What follows belongs to an exercise in optimizing a design on an open flow for small area; a production flow would make more cautious choices. Where RTL was checked, it was by simulation tests only, not by an equivalence proof against the original. Power is estimated from default activity; no workload was simulated.

Design matrix_stream_host, start of the top module:
module matrix_stream_host #(
    parameter int DATA_W  = 16,
    parameter int ACC_W   = 32,
    parameter int N       = 4,
    parameter int TIMEOUT = 1024
) (
    input  logic                        clk,
    input  logic                        rst,
    input  logic                        start,
    output logic                        busy,
    output logic                        done,
    output logic                        tlast_err,
    output logic                        timeout,
    output logic                        accel_start,
    input  logic                        ld_we,
    input  logic [$clog2(2*N*N)-1:0]    ld_addr,
    input  logic [DATA_W-1:0]           ld_data,
    input  logic [$clog2(N*N)-1:0]      rd_addr,
    output logic [ACC_W-1:0]            rd_data,
    output logic                        m_axis_tvalid,
    output logic [DATA_W-1:0]           m_axis_tdata,
    input  logic                        m_axis_tready,
    input  logic                        s_axis_tvalid,
    input  logic [ACC_W-1:0]            s_axis_tdata,
    input  logic                        s_axis_tlast,
    output logic                        s_axis_tready
);
    localparam int OPS    = 2 * N * N;
    localparam int RES    = N * N;
    localparam int LD_AW  = $clog2(OPS);
    localparam int RD_AW  = $clog2(RES);
    localparam int RIDX_W = $clog2(RES + 1);
    localparam int WD_W   = $clog2(TIMEOUT);
    localparam int CNT_W  = (WD_W > LD_AW) ? WD_W : LD_AW;
    typedef enum logic [2:0] {
        S_IDLE = 3'd0,
        S_KICK = 3'd1,
        S_SEND = 3'd2,
        S_RECV = 3'd3,
        S_FIN  = 3'd4
    } state_t;
    state_t state;
    state_t state_nx;
    logic [OPS-1:0][DATA_W-1:0] op_buf;
    logic [RES-1:0][ACC_W-1:0]  res_buf;
    logic                       clr_q;
    logic [CNT_W-1:0]  cnt;        
    logic [RIDX_W-1:0] recv_idx;
    logic in_send, in_recv;
    logic m_fire, s_fire;
    logic last_op, last_res, res_full;
    logic wdog_hit;
    assign in_send  = (state == S_SEND);
  ...
Settings: LEC_CHECK=0, CAP_MARGIN=10, CORE_MARGIN=2, CORE_UTILIZATION=60, SLEW_MARGIN=10; clock period 7.0 ns.
standard.sh (not shown) runs the stock make flow with config.mk's settings and CLKGATE_MAP_FILE= SYNTH_SCRIPT=/design/flow/synth_recipe.tcl, a recipe that flattens the netlist after the stock synthesis.
==> flow/flow/run.sh <==
#!/bin/bash
set -o pipefail
here=$(pwd)
bash standard.sh synth > standard_synth.log 2>&1
export CTS_ARGS="-sink_clustering_enable -repair_clock_nets -dont_use_dummy_load -sink_clustering_size 16 -sink_clustering_max_diameter 60 -buf_list {sky130_fd_sc_hd__clkbuf_4 sky130_fd_sc_hd__clkbuf_8}"
export REMOVE_ABC_BUFFERS=1
export BUFFER_PORTS_ARGS="-buffer_cell sky130_fd_sc_hd__buf_1"
for s in GLOBAL_PLACE RESIZE CTS GLOBAL_ROUTE; do export PRE_${s}_TCL=$here/flow/hooks.tcl; done
bash standard.sh > standard.log 2>&1
==> flow/flow/hooks.tcl <==
# Keep placement/route repair on the small buffers.
set_dont_use [get_lib_cells {sky130_fd_sc_hd__buf_4 sky130_fd_sc_hd__buf_6 sky130_fd_sc_hd__buf_8 sky130_fd_sc_hd__buf_12 sky130_fd_sc_hd__buf_16}]
Next try:
--- a/flow/flow/run.sh
+++ b/flow/flow/run.sh
@@ -7,3 +7,3 @@
 export BUFFER_PORTS_ARGS="-buffer_cell sky130_fd_sc_hd__buf_1"
-for s in GLOBAL_PLACE RESIZE CTS GLOBAL_ROUTE; do export PRE_${s}_TCL=$here/flow/hooks.tcl; done
+for s in GLOBAL_PLACE RESIZE GLOBAL_ROUTE; do export PRE_${s}_TCL=$here/flow/hooks.tcl; done
 bash standard.sh > standard.log 2>&1
==> flow/flow/hooks.tcl (replaced) <==
# Keep placement/route repair on the small buffers.
set_dont_use [get_lib_cells {sky130_fd_sc_hd__buf_4 sky130_fd_sc_hd__buf_6 sky130_fd_sc_hd__buf_8 sky130_fd_sc_hd__buf_12 sky130_fd_sc_hd__buf_16 sky130_fd_sc_hd__bufbuf_* sky130_fd_sc_hd__clkdlybuf4* sky130_fd_sc_hd__dlygate* sky130_fd_sc_hd__dlymetal* sky130_fd_sc_hd__clkbuf_4 sky130_fd_sc_hd__clkbuf_8 sky130_fd_sc_hd__clkbuf_16}]
- CORE_UTILIZATION: 60 -> 70
=> This time the run completed and failed the layout checks on capacitance limit, slew limit. Sequential power is about the same. Setup slack degrades by 0.23 ns. Area after synthesis does not change. First-iteration DRC count came out higher by about a fifth. Utilization grows by 9.7 points. Non-clock buffer count goes up by 53. Flip-flop and latch count stays the same.

---

The RTL this note starts from:
==> flow/design.v <==
module matrix_stream_host #(
    parameter int DATA_W  = 16,
    parameter int ACC_W   = 32,
    parameter int N       = 4,
    parameter int TIMEOUT = 1024
) (
    input  logic                        clk,
    input  logic                        rst,
    input  logic                        start,
    output logic                        busy,
    output logic                        done,
    output logic                        tlast_err,
    output logic                        timeout,
    output logic                        accel_start,
    input  logic                        ld_we,
    input  logic [$clog2(2*N*N)-1:0]    ld_addr,
    input  logic [DATA_W-1:0]           ld_data,
    input  logic [$clog2(N*N)-1:0]      rd_addr,
    output logic [ACC_W-1:0]            rd_data,
    output logic                        m_axis_tvalid,
    output logic [DATA_W-1:0]           m_axis_tdata,
    input  logic                        m_axis_tready,
    input  logic                        s_axis_tvalid,
    input  logic [ACC_W-1:0]            s_axis_tdata,
    input  logic                        s_axis_tlast,
    output logic                        s_axis_tready
);
    localparam int OPS    = 2 * N * N;
    localparam int RES    = N * N;
    localparam int LD_AW  = $clog2(OPS);
    localparam int RD_AW  = $clog2(RES);
    localparam int RIDX_W = $clog2(RES + 1);
    localparam int WD_W   = $clog2(TIMEOUT);
    localparam int CNT_W  = (WD_W > LD_AW) ? WD_W : LD_AW;
    typedef enum logic [2:0] {
        S_IDLE = 3'd0,
        S_KICK = 3'd1,
        S_SEND = 3'd2,
        S_RECV = 3'd3,
        S_FIN  = 3'd4
    } state_t;
    state_t state;
    state_t state_nx;
    logic [DATA_W-1:0] op_buf  [OPS];
    logic [ACC_W-1:0]  res_buf [RES];
    logic [OPS-1:0]    op_vld;
    logic [RIDX_W-1:0] res_hwm;
    logic [CNT_W-1:0]  cnt;        
    logic [RIDX_W-1:0] recv_idx;
    logic in_send, in_recv;
    logic m_fire, s_fire;
    logic last_op, last_res, res_full;
    logic wdog_hit;
    assign in_send  = (state == S_SEND);
    assign in_recv  = (state == S_RECV);
    assign m_fire   = in_send && m_axis_tready;
    assign s_fire   = s_axis_tvalid && s_axis_tready;
    assign last_op  = (cnt[LD_AW-1:0] == LD_AW'(OPS - 1));
    assign last_res = (recv_idx == RIDX_W'(RES - 1));
    assign res_full = (recv_idx == RIDX_W'(RES));
    assign wdog_hit = in_recv && !s_fire && (cnt == CNT_W'(TIMEOUT - 1));
    logic [OPS-1:0] op_sel;
    logic [RES-1:0] rd_sel;
    always_comb begin
        m_axis_tdata = '0;
        for (int i = 0; i < OPS; i++) begin
            op_sel[i] = op_vld[i] && (cnt[LD_AW-1:0] == LD_AW'(i));
            m_axis_tdata = m_axis_tdata | ({DATA_W{op_sel[i]}} & op_buf[i]);
        end
    end
    always_comb begin
        rd_data = '0;
        for (int i = 0; i < RES; i++) begin
            rd_sel[i] = (rd_addr == RD_AW'(i)) && (RIDX_W'(i) < res_hwm);
            rd_data = rd_data | ({ACC_W{rd_sel[i]}} & res_buf[i]);
        end
    end
    always_ff @(posedge clk or posedge rst) begin
        if (rst) state <= S_IDLE;
        else     state <= state_nx;
    end
    always_comb begin
        state_nx = state;
        case (state)
            S_IDLE: if (start) state_nx = S_KICK;
            S_KICK: state_nx = S_SEND;
            S_SEND: begin
                if (m_fire && last_op)
                    state_nx = (res_full || (s_fire && last_res)) ? S_FIN : S_RECV;
            end
            S_RECV: begin
                if (s_fire && last_res) state_nx = S_FIN;
                else if (wdog_hit)      state_nx = S_FIN;
            end
            S_FIN:   state_nx = S_IDLE;
            default: state_nx = S_IDLE;
        endcase
    end
    always_comb begin
        busy          = 1'b0;
        done          = 1'b0;
        accel_start   = 1'b0;
        m_axis_tvalid = 1'b0;
        s_axis_tready = 1'b0;
        case (state)
            S_KICK: begin
                busy        = 1'b1;
                accel_start = 1'b1;
            end
            S_SEND: begin
                busy          = 1'b1;
                m_axis_tvalid = 1'b1;
                s_axis_tready = !res_full;
            end
            S_RECV: begin
                busy          = 1'b1;
                s_axis_tready = !res_full;
            end
            S_FIN:   done = 1'b1;
            default: ;
        endcase
    end
    always_ff @(posedge clk or posedge rst) begin
        if (rst) cnt <= '0;
        else if (in_send) begin
            if (m_axis_tready) cnt <= last_op ? '0 : cnt + CNT_W'(1);
        end else if (in_recv) begin
            cnt <= s_fire ? '0 : cnt + CNT_W'(1);
        end else cnt <= '0;
    end
    always_ff @(posedge clk or posedge rst) begin
        if (rst)                  recv_idx <= '0;
        else if (state == S_KICK) recv_idx <= '0;
        else if (s_fire)          recv_idx <= recv_idx + RIDX_W'(1);
    end
    always_ff @(posedge clk or posedge rst) begin
        if (rst) begin
            tlast_err <= 1'b0;
            timeout   <= 1'b0;
        end else if (state == S_KICK) begin
            tlast_err <= 1'b0;
            timeout   <= 1'b0;
        end else begin
            if (s_fire && (s_axis_tlast != last_res)) tlast_err <= 1'b1;
            if (wdog_hit)                             timeout   <= 1'b1;
        end
    end
    always_ff @(posedge clk or posedge rst) begin
        if (rst) op_vld <= '0;
        else if (state == S_IDLE && ld_we) op_vld[ld_addr] <= 1'b1;
    end
    always_ff @(posedge clk) begin
        if (state == S_IDLE && ld_we) op_buf[ld_addr] <= ld_data;
    end
    always_ff @(posedge clk or posedge rst) begin
        if (rst) res_hwm <= '0;
        else if (s_fire && recv_idx == res_hwm) res_hwm <= res_hwm + RIDX_W'(1);
    end
    always_ff @(posedge clk) begin
        if (s_fire) res_buf[recv_idx[RD_AW-1:0]] <= s_axis_tdata;
    end
endmodule
clock: 7.0 ns
lec_check: 0
cap_margin: 20
core_margin: 2
core_utilization: 60
cts_buf_list: sky130_fd_sc_hd__clkbuf_4 sky130_fd_sc_hd__clkbuf_8
slew_margin: 20
==> flow/flow/run.sh <==
#!/bin/bash
set -o pipefail
export CTS_ARGS="-sink_clustering_enable -repair_clock_nets -dont_use_dummy_load -sink_clustering_size 16 -sink_clustering_max_diameter 60 -buf_list {sky130_fd_sc_hd__clkbuf_4 sky130_fd_sc_hd__clkbuf_8}"
export BUFFER_PORTS_ARGS="-buffer_cell sky130_fd_sc_hd__buf_1"
cp standard.sh standard_sh.txt
bash standard.sh > standard.log 2>&1
Next try:
==> flow/flow/run.sh (replaced) <==
#!/bin/bash
set -o pipefail
export CTS_ARGS="-sink_clustering_enable -repair_clock_nets -dont_use_dummy_load -buf_list {sky130_fd_sc_hd__clkbuf_4 sky130_fd_sc_hd__clkbuf_8}"
export BUFFER_PORTS_ARGS="-buffer_cell sky130_fd_sc_hd__buf_1"
cp standard.sh standard_sh.txt
bash standard.sh > standard.log 2>&1
Effect: Critical path depth does not change. Synthesized cell count stays the same. Combinational power is about the same. Flip-flop and latch count is unchanged. Final cell count rose by a few percent.
Next try:
==> flow/run.sh (new file) <==
#!/bin/bash
# synth_recipe.tcl (not shown) runs the flow's synth.tcl, then flattens the netlist and writes it again
# the make line also repeats each setting of config.mk as NAME=value (left out here)
make -C /OpenROAD-flow-scripts/flow DESIGN_CONFIG=/design/flow/config.mk WORK_HOME=/design/flow/orfs CLKGATE_MAP_FILE= SYNTH_SCRIPT=/design/flow/synth_recipe.tcl finish
removed: flow/flow/run.sh
removed: flow/standard.sh
The new run produced a clean layout.
Area after synthesis stays the same.
Count of clock-buffer cells in the layout rises by 50.
Worst setup slack degrades by 460 ps.
Wire length climbs slightly.
Register-to-register slack degrades by 210 ps.
Final area increases by a few percent.
Cell count goes up by a few percent.
Total power came out higher by a little under a tenth.
Next try:
==> flow/flow/run.sh (new file) <==
#!/bin/bash
set -o pipefail
export CTS_ARGS="-sink_clustering_enable -repair_clock_nets -dont_use_dummy_load -sink_clustering_size 20 -sink_clustering_max_diameter 80 -buf_list {sky130_fd_sc_hd__clkbuf_8 sky130_fd_sc_hd__clkbuf_16}"
export BUFFER_PORTS_ARGS="-buffer_cell sky130_fd_sc_hd__buf_1"
cp standard.sh standard_sh.txt
bash standard.sh > standard.log 2>&1
==> flow/standard.sh (new file) <==
#!/bin/bash
# synth_recipe.tcl (not shown) runs the flow's synth.tcl, then flattens the netlist and writes it again
# the make line also repeats each setting of config.mk as NAME=value (left out here)
make -C /OpenROAD-flow-scripts/flow DESIGN_CONFIG=/design/flow/config.mk WORK_HOME=/design/flow/orfs CLKGATE_MAP_FILE= SYNTH_SCRIPT=/design/flow/synth_recipe.tcl "${@:-finish}"
removed: flow/run.sh
After rerunning: The new run completed with no timing, DRC or antenna violations. Maximum frequency climbs by 9.3%. Global-route usage drops by 0.74 points. Via count drops by 3.6%. Setup slack gains 510 ps. Register-to-register slack gains 230 ps. Sequential share of layout area climbs by 4.0 points. Power drops by 13%. Sequential power barely changes. Die area is unchanged.
No functional check of the RTL was part of any run of this note.

[static timing again, ports no longer ideal]
How much do the figures lean on ideal ports? The routed layouts below were timed once more, with nothing changed but the port constraints.
Step 1, drivers: a clkbuf_16 drives clk and a buf_2 each remaining input, both assumed.
Step 2 also shifts input and output timing later by t, the mid clock arrival at the registers, as if the neighbouring blocks saw the same clock.
a / b / c = ideal / step 1 / step 2; a / b = the first two.
| run | t (ns) | setup slack, ns | latest minus earliest clock arrival (ns) | slew at the worst register clock pin (ns) | pins driven straight from the clock port |
|---|---|---|---|---|---|
| the first run of note 1 | 0.773 | 0.756 / 0.693 / 1.322 | 0.046 / 0.046 | 0.11 / 0.11 | 1 |
| the second run of note 1 | 0.774 | 0.528 / 0.460 / 1.211 | 0.064 / 0.064 | 0.11 / 0.11 | 1 |
| the first run of note 2 | 0.746 | 1.469 / 1.404 / 1.473 | 0.056 / 0.056 | 0.10 / 0.10 | 1 |
| the second run of note 2 | 0.845 | 1.449 / 1.379 / 1.379 | 0.069 / 0.070 | 0.06 / 0.06 | 1 |
| the third run of note 2 | 0.870 | 0.990 / 0.942 / 0.942 | 0.038 / 0.038 | 0.07 / 0.07 | 1 |
| the fourth run of note 2 | 0.705 | 1.501 / 1.431 / 1.431 | 0.060 / 0.061 | 0.09 / 0.09 | 1 |
